Background: an optimization exercise with open tools, aiming at a short achievable clock period, few clock cycles and low power. Do not read the settings as production practice.
Only simulation tests tie the RTL to the original design; equivalence was not proved.
Power and IR drop assume default switching activity.

Setup of sierra:
==> flow/design.v (excerpt) <==
module mac_vector_engine (
  input logic clk,
  input logic reset_n,
  input logic start,
  input logic clear,
  input logic [9:0] vec_len,
  input logic signed [47:0] bias,
  input logic in_valid,
  input logic [35:0] in_a,
  input logic [35:0] in_b,
  input logic out_ready,
  output logic busy,
  output logic in_ready,
  output logic out_valid,
  output logic signed [17:0] out_data,
  output logic signed [47:0] out_acc,
  output logic acc_overflow
);
  localparam int NST = 2;    
  localparam int NC = 3;      
  logic busy_q, ir_q, pv_q, inf_q, ov_q, nf_q;
  logic [9:0] plen_q, rem_q;
  logic [NC-1:0] own_q, hb_q;   
  logic [NC-1:0] st_c, dl_c, hw_c, ho_c;
  logic res_done;
  wire cur = !nf_q;   
  wire pl0 = plen_q == 10'd0, pl1 = plen_q == 10'd1, pl2 = plen_q == 10'd2;
  wire r1 = rem_q == 10'd1, r2 = rem_q == 10'd2;
  wire pseudo = !cur && pv_q && pl0 && !inf_q;   
  wire [9:0] rem_m1 = (cur ? rem_q : plen_q) - 10'd1;
  wire blast_t = cur ? r1 : pl1;                 
  wire take = in_valid && ir_q;
  wire pop = ov_q && out_ready;
  wire accept = start && !busy_q;               
  wire vl0 = vec_len == 10'd0, vl1 = vec_len == 10'd1;
  wire infn = inf_q && !pop;
  wire consume = (take && !cur) || pseudo;      
  wire blast = pseudo || (take && blast_t);
  wire nf_d = take ? blast_t : nf_q;
  wire nl_t = cur ? (r1 ? (pv_q ? pl1 : (accept && vl1)) : r2) : (!pl1 && pl2);
  wire inf_t = blast_t || infn;
  wire nl_n = cur ? r1 : (pv_q ? pl1 : (accept && vl1));
  wire inf_n = pseudo || infn;
  assign dl_c = {NC{accept}} & (~own_q | (st_c & ~hb_q));
  assign hw_c = {NC{accept}} & own_q & ~st_c;
  assign ho_c = st_c & hb_q;
  wire hb_next = |(hw_c | (hb_q & ~ho_c));
  always_ff @(posedge clk or negedge reset_n) begin
    if (!reset_n) begin
      busy_q <= 1'b0;
      ir_q <= 1'b0;
      pv_q <= 1'b0;
      inf_q <= 1'b0;
      ov_q <= 1'b0;
      rem_q <= '0;
      nf_q <= 1'b1;
      own_q <= '0;
      hb_q <= '0;
    end else begin
      busy_q <= !clear && (accept || (pv_q && !consume) || (infn && !nf_d) || hb_next);
  ...
For scale: roughly 470 flip-flops.
clock: 7.0 ns
lec_check: 0
abc_clock_period_in_ps: 2900
cap_margin: 20
core_margin: 2
core_utilization: 55
cts_buf_list: sky130_fd_sc_hd__clkbuf_16
cts_cluster_diameter: 120
cts_cluster_size: 25
gpl_routability_driven: 0
setup_slack_margin: 4.2
slew_margin: 20
run.sh (not shown) runs the stock make flow with config.mk's settings and CLKGATE_MAP_FILE= SYNTH_SCRIPT=/design/flow/synth_recipe.tcl, a recipe that flattens the netlist after the stock synthesis.
sierra completed end to end with timing, DRC and antenna clean.
Testbench counts of sierra, summed over its fixed seeds: cycles 12,338.
### sierra -> amber
Settings: swapping 25 for 30 in CTS_CLUSTER_SIZE; clearing GPL_ROUTABILITY_DRIVEN, which used to be 0.
Findings:
sierra reached the final stage; the timing, design-rule and antenna checks on its layout passed.
amber finished end to end and its layout was clean on timing, DRC and antenna.
Taking sierra as the reference, in amber final wirelength lower; via density per instance shrank by 0.031.
Between sierra and amber, the flow reports count of buffers not belonging to the clock network in the layout decreasing by a few percent.
Termination of the worst setup path: out_data[2] -> amber, out_acc[10] -> sierra
For xenon, these inputs were changed with respect to amber:
Settings: swapping 30 for 25 in CTS_CLUSTER_SIZE; swapping 55 for 65 in CORE_UTILIZATION.
==> comparison <==
Comparing amber and xenon, final non-filler cell total is lower on xenon.
Die area | xenon < amber
From amber to xenon the numbers moved as follows: first-pass GRT wire length has decreased, fmax fell 14 MHz, static leakage power has increased.
Summary of xenon over amber: maximum fanout along the worst path now sits higher; met3 wire length now sits higher; initial antenna violation count now sits lower.
xenon | status: complete | timing, DRC, antenna: pass
## Diff of input files: delta against xenon
Settings: SETUP_SLACK_MARGIN now 4.1, was 4.2; CORE_UTILIZATION now 60, was 65.
- Against xenon, delta comes in 3.5% lower on met2 wirelength from detailed routing.
- Tap cell count was lower in the run labelled xenon.
- Against xenon, row count in delta rose by a few percent.
- Between delta and xenon, the leakage power figure is lower for delta.
- The time the final worst path needs with I/O delays and setup in delta sits 44 ps below the value recorded for xenon.
- Lower worst stage delay on the critical path goes to delta over xenon.
- Comparing delta and xenon, the higher ratio of cells with drive above 1 in the final layout is on xenon.
- What delta reported for die footprint has to be multiplied by 0.924 to get the figure for xenon.

mac_vector_engine again, from the RTL that the note above started with.
make LEC_CHECK=0 ABC_CLOCK_PERIOD_IN_PS=2900 CAP_MARGIN=20 CORE_MARGIN=2 CORE_UTILIZATION=60 CTS_BUF_LIST=sky130_fd_sc_hd__clkbuf_16 CTS_CLUSTER_DIAMETER=120 CTS_CLUSTER_SIZE=25 SETUP_SLACK_MARGIN=4.3 SLEW_MARGIN=20 finish   # period 7.0 ns
The starting point went through all stages and came out clean.
Testbench counts at the start, summed over its fixed seeds: cycles 12,338.
Edit:
--- a/flow/config.mk
+++ b/flow/config.mk
@@ -9,8 +9,8 @@
 export CAP_MARGIN = 20
 export CORE_MARGIN = 2
-export CORE_UTILIZATION = 60
+export CORE_UTILIZATION = 55
 export CTS_BUF_LIST = sky130_fd_sc_hd__clkbuf_16
 export CTS_CLUSTER_DIAMETER = 120
 export CTS_CLUSTER_SIZE = 25
-export SETUP_SLACK_MARGIN = 4.3
+export SETUP_SLACK_MARGIN = 4.2
 export SLEW_MARGIN = 20
Outcome: The changed run finished clean. Combinational power came out lower by about a fifth. Non-clock buffer count came out lower by 268. Global-route usage came out lower by 3.1 points.
Edit:
--- a/flow/config.mk
+++ b/flow/config.mk
@@ -13,4 +13,5 @@
 export CTS_CLUSTER_DIAMETER = 120
 export CTS_CLUSTER_SIZE = 25
+export PLACE_DENSITY = 0.7
 export SETUP_SLACK_MARGIN = 4.2
 export SLEW_MARGIN = 20
Worst setup slack is worse by 0.037 ns.
Critical path depth grows by 4.
Power shrinks by 0.54%.
First-iteration DRC count shrinks by 4.8%.
Utilization grows by 0.14 points.
Via count barely changes.
Combinational power hardly moves.
Final area is about the same.
Register-to-register slack is worse by 0.06 ns.
Hold slack hardly moves.
Fmax shrinks by 1.3%.

== run A ==
Another version of the RTL of mac_vector_engine (not shown whole).
Size in the first run: ~2700 cells after synthesis, ~210 I/O pins.
==> flow/config.mk <==
export PLATFORM = sky130hd
export DESIGN_NAME = mac_vector_engine
export DESIGN_NICKNAME = mac_vector_engine
export VERILOG_FILES = /design/flow/design.v
export SDC_FILE = /design/flow/constraint.sdc
export NUM_CORES = 4
export LEC_CHECK = 0
export ABC_CLOCK_PERIOD_IN_PS = 2900
export CAP_MARGIN = 20
export CORE_MARGIN = 2
export CORE_UTILIZATION = 60
export CTS_BUF_LIST = sky130_fd_sc_hd__clkbuf_8 sky130_fd_sc_hd__clkbuf_16
export CTS_CLUSTER_DIAMETER = 50
export CTS_CLUSTER_SIZE = 25
export SETUP_SLACK_MARGIN = 4.1
export SLEW_MARGIN = 20
==> flow/constraint.sdc <==
create_clock -name core_clock -period 7.0 [get_ports {clk}]
set_input_delay 1.4000 -clock core_clock [delete_from_list [all_inputs] [get_ports {clk}]]
set_output_delay 1.4000 -clock core_clock [all_outputs]
set_load 0.01 [all_outputs]
Run A ran to completion and came out clean on the timing, design-rule and antenna checks.
Testbench counts of run A, summed over its fixed seeds: cycles 12,350.
Edits applied to the flow inputs when going from run A to run B:
Settings: CTS_BUF_LIST: sky130_fd_sc_hd__clkbuf_8 sky130_fd_sc_hd__clkbuf_16 -> sky130_fd_sc_hd__clkbuf_4; CTS_CLUSTER_DIAMETER: 50 -> unset; CTS_CLUSTER_SIZE: 25 -> unset.
--- outcome ---
Summary of run B over run A: footprint of the flip-flops and latches held steady, flip-flop and latch count now sits at about the same level, cell count along the critical path saw an increase, total non-filler cell area in the finished layout down 240 um^2, fraction of area in multi-input gates +0.26 points.
Compared with run A, run B instantiates a larger number of standard cells.

Another version of the RTL of mac_vector_engine (not shown whole).
For scale: ~210 I/O pins, about 32000 µm² of cells after synthesis.
export LEC_CHECK = 0
export ABC_CLOCK_PERIOD_IN_PS = 3500
export CAP_MARGIN = 20
export CORE_MARGIN = 2
export CORE_UTILIZATION = 60
export CTS_BUF_LIST = sky130_fd_sc_hd__clkbuf_16
export CTS_CLUSTER_DIAMETER = 80
export CTS_CLUSTER_SIZE = 40
export SETUP_SLACK_MARGIN = 4.1
export SLEW_MARGIN = 20
create_clock -name core_clock -period 7.0 [get_ports {clk}]
Testbench counts at the start, summed over its fixed seeds: cycles 12,350.
Edit:
ABC_CLOCK_PERIOD_IN_PS = 2900   (was 3500)
SETUP_SLACK_MARGIN = 3.8   (was 4.1)
Effect: The changed run completed with no timing, DRC or antenna violations; routed wire length drops by 2.1%; die area stays the same; global-route usage went down by 0.26 points; design area fell by 0.63%; area after synthesis does not change; setup slack gets worse by 170 ps; clock-buffer cell count stays the same; cell count shrinks by 0.44%; worst hold slack is about the same; register-to-register slack degrades by 170 ps; clock power increases by about 3%.

Starting RTL as in the previous note.
// mac_vector_engine
module mac_vector_engine (
  input logic clk,
  input logic reset_n,
  input logic start,
  input logic clear,
  input logic [9:0] vec_len,
  input logic signed [47:0] bias,
  input logic in_valid,
  input logic [35:0] in_a,
  input logic [35:0] in_b,
  input logic out_ready,
  output logic busy,
  output logic in_ready,
  output logic out_valid,
  output logic signed [17:0] out_data,
  output logic signed [47:0] out_acc,
  output logic acc_overflow
);
  localparam int NST = 2;    
  localparam int HOLD = 3;  
  logic busy_q, ir_q, pv_q, inf_q, ov_q;
  logic [9:0] plen_q, rem_q;
  logic [$clog2(HOLD+1)-1:0] hc_q;
  logic [47:0] bias_q;
  logic res_done;
  wire cur = rem_q != '0;
  wire pl0 = plen_q == 10'd0, pl1 = plen_q == 10'd1, pl2 = plen_q == 10'd2;
  wire r1 = rem_q == 10'd1, r2 = rem_q == 10'd2;
  wire pseudo = !cur && pv_q && pl0 && !inf_q;   
  wire [9:0] rem_m1 = (cur ? rem_q : plen_q) - 10'd1;
  wire blast_t = cur ? r1 : pl1;                 
  ...
Settings: LEC_CHECK=0, ABC_CLOCK_PERIOD_IN_PS=2900, CAP_MARGIN=20, CORE_MARGIN=2, CORE_UTILIZATION=60, CTS_BUF_LIST=sky130_fd_sc_hd__clkbuf_16, CTS_CLUSTER_DIAMETER=80, CTS_CLUSTER_SIZE=40, SETUP_SLACK_MARGIN=4.1, SLEW_MARGIN=20; clock period 7.0 ns.
Testbench counts at the start, summed over its fixed seeds: cycles 12,350.
==> next run, changes <==
- CTS_CLUSTER_DIAMETER: 80 -> 60
- PLACE_DENSITY: default -> 0.75
Global-route usage is higher by 0.54 points.
Wire length is higher by 1.3%.
Maximum frequency is higher by 1.1%.
Die area is unchanged.
Clock skew barely changes.
Via count is higher by 0.96%.
Total power is higher by 2.3%.
Synthesized area stays the same.
Worst setup slack improved by 0.033 ns.
Core utilization is higher by 0.62 points.
Cell area is higher by 0.92%.

## separate check: timing with driven ports
The results above use ideal ports. As a check the final layouts listed here were re-extracted and re-timed, cells and wires unchanged. Step 1 (the two cells are an assumption about what drives the block):
set clk [get_ports {clk}]
set_driving_cell -lib_cell sky130_fd_sc_hd__clkbuf_16 $clk
set_driving_cell -lib_cell sky130_fd_sc_hd__buf_2 [delete_from_list [all_inputs] $clk]
Step 2 times the ports against the registers' clock, not the clock port: input delays grow and output delays shrink by t, the midpoint of the rising clock arrivals with the driver on. a / b / c = no drivers / after step 1 / after step 2; a / b = the first two.
| run | t (ns) | slack for setup (ns) | worst setup path after step 2 | worst register clock-pin slew, ns | worst data-port slew with drivers (ns) |
|---|---|---|---|---|---|
| sierra | 0.650 | 4.165 / 4.103 / 3.580 | input to register | 0.11 / 0.11 | 0.07 |
| amber | 0.640 | 4.144 / 4.084 / 3.610 | input to register | 0.12 / 0.12 | 0.07 |
| xenon | 0.641 | 4.028 / 4.028 / 3.482 | input to register | 0.11 / 0.11 | 0.07 |
| delta | 0.631 | 4.072 / 4.072 / 3.537 | input to register | 0.11 / 0.11 | 0.07 |
| the first run of note 2 | 0.639 | 3.955 / 3.955 / 3.780 | input to register | 0.11 / 0.11 | 0.05 |
| the second run of note 2 | 0.651 | 4.151 / 4.091 / 3.584 | input to register | 0.11 / 0.11 | 0.08 |
| the third run of note 2 | 0.655 | 4.113 / 4.092 / 3.627 | input to register | 0.11 / 0.11 | 0.07 |
| run A | 0.664 | 4.039 / 4.039 / 3.729 | input to register | 0.09 / 0.09 | 0.07 |
| run B | 1.010 | 3.952 / 3.952 / 3.416 | input to register | 0.08 / 0.08 | 0.07 |
| the first run of note 4 | 0.702 | 3.998 / 3.998 / 3.510 | input to register | 0.11 / 0.11 | 0.10 |
| the second run of note 4 | 0.686 | 3.830 / 3.830 / 3.572 | input to register | 0.12 / 0.12 | 0.12 |
| the first run of note 5 | 0.702 | 3.998 / 3.998 / 3.510 | input to register | 0.11 / 0.11 | 0.10 |
| the second run of note 5 | 0.643 | 4.031 / 4.031 / 3.689 | input to register | 0.09 / 0.09 | 0.07 |
After both steps every run listed still meets setup and hold. The setup slack of sierra, which loses most, moves by -0.062 ns with the drivers and by -0.585 ns with both steps.
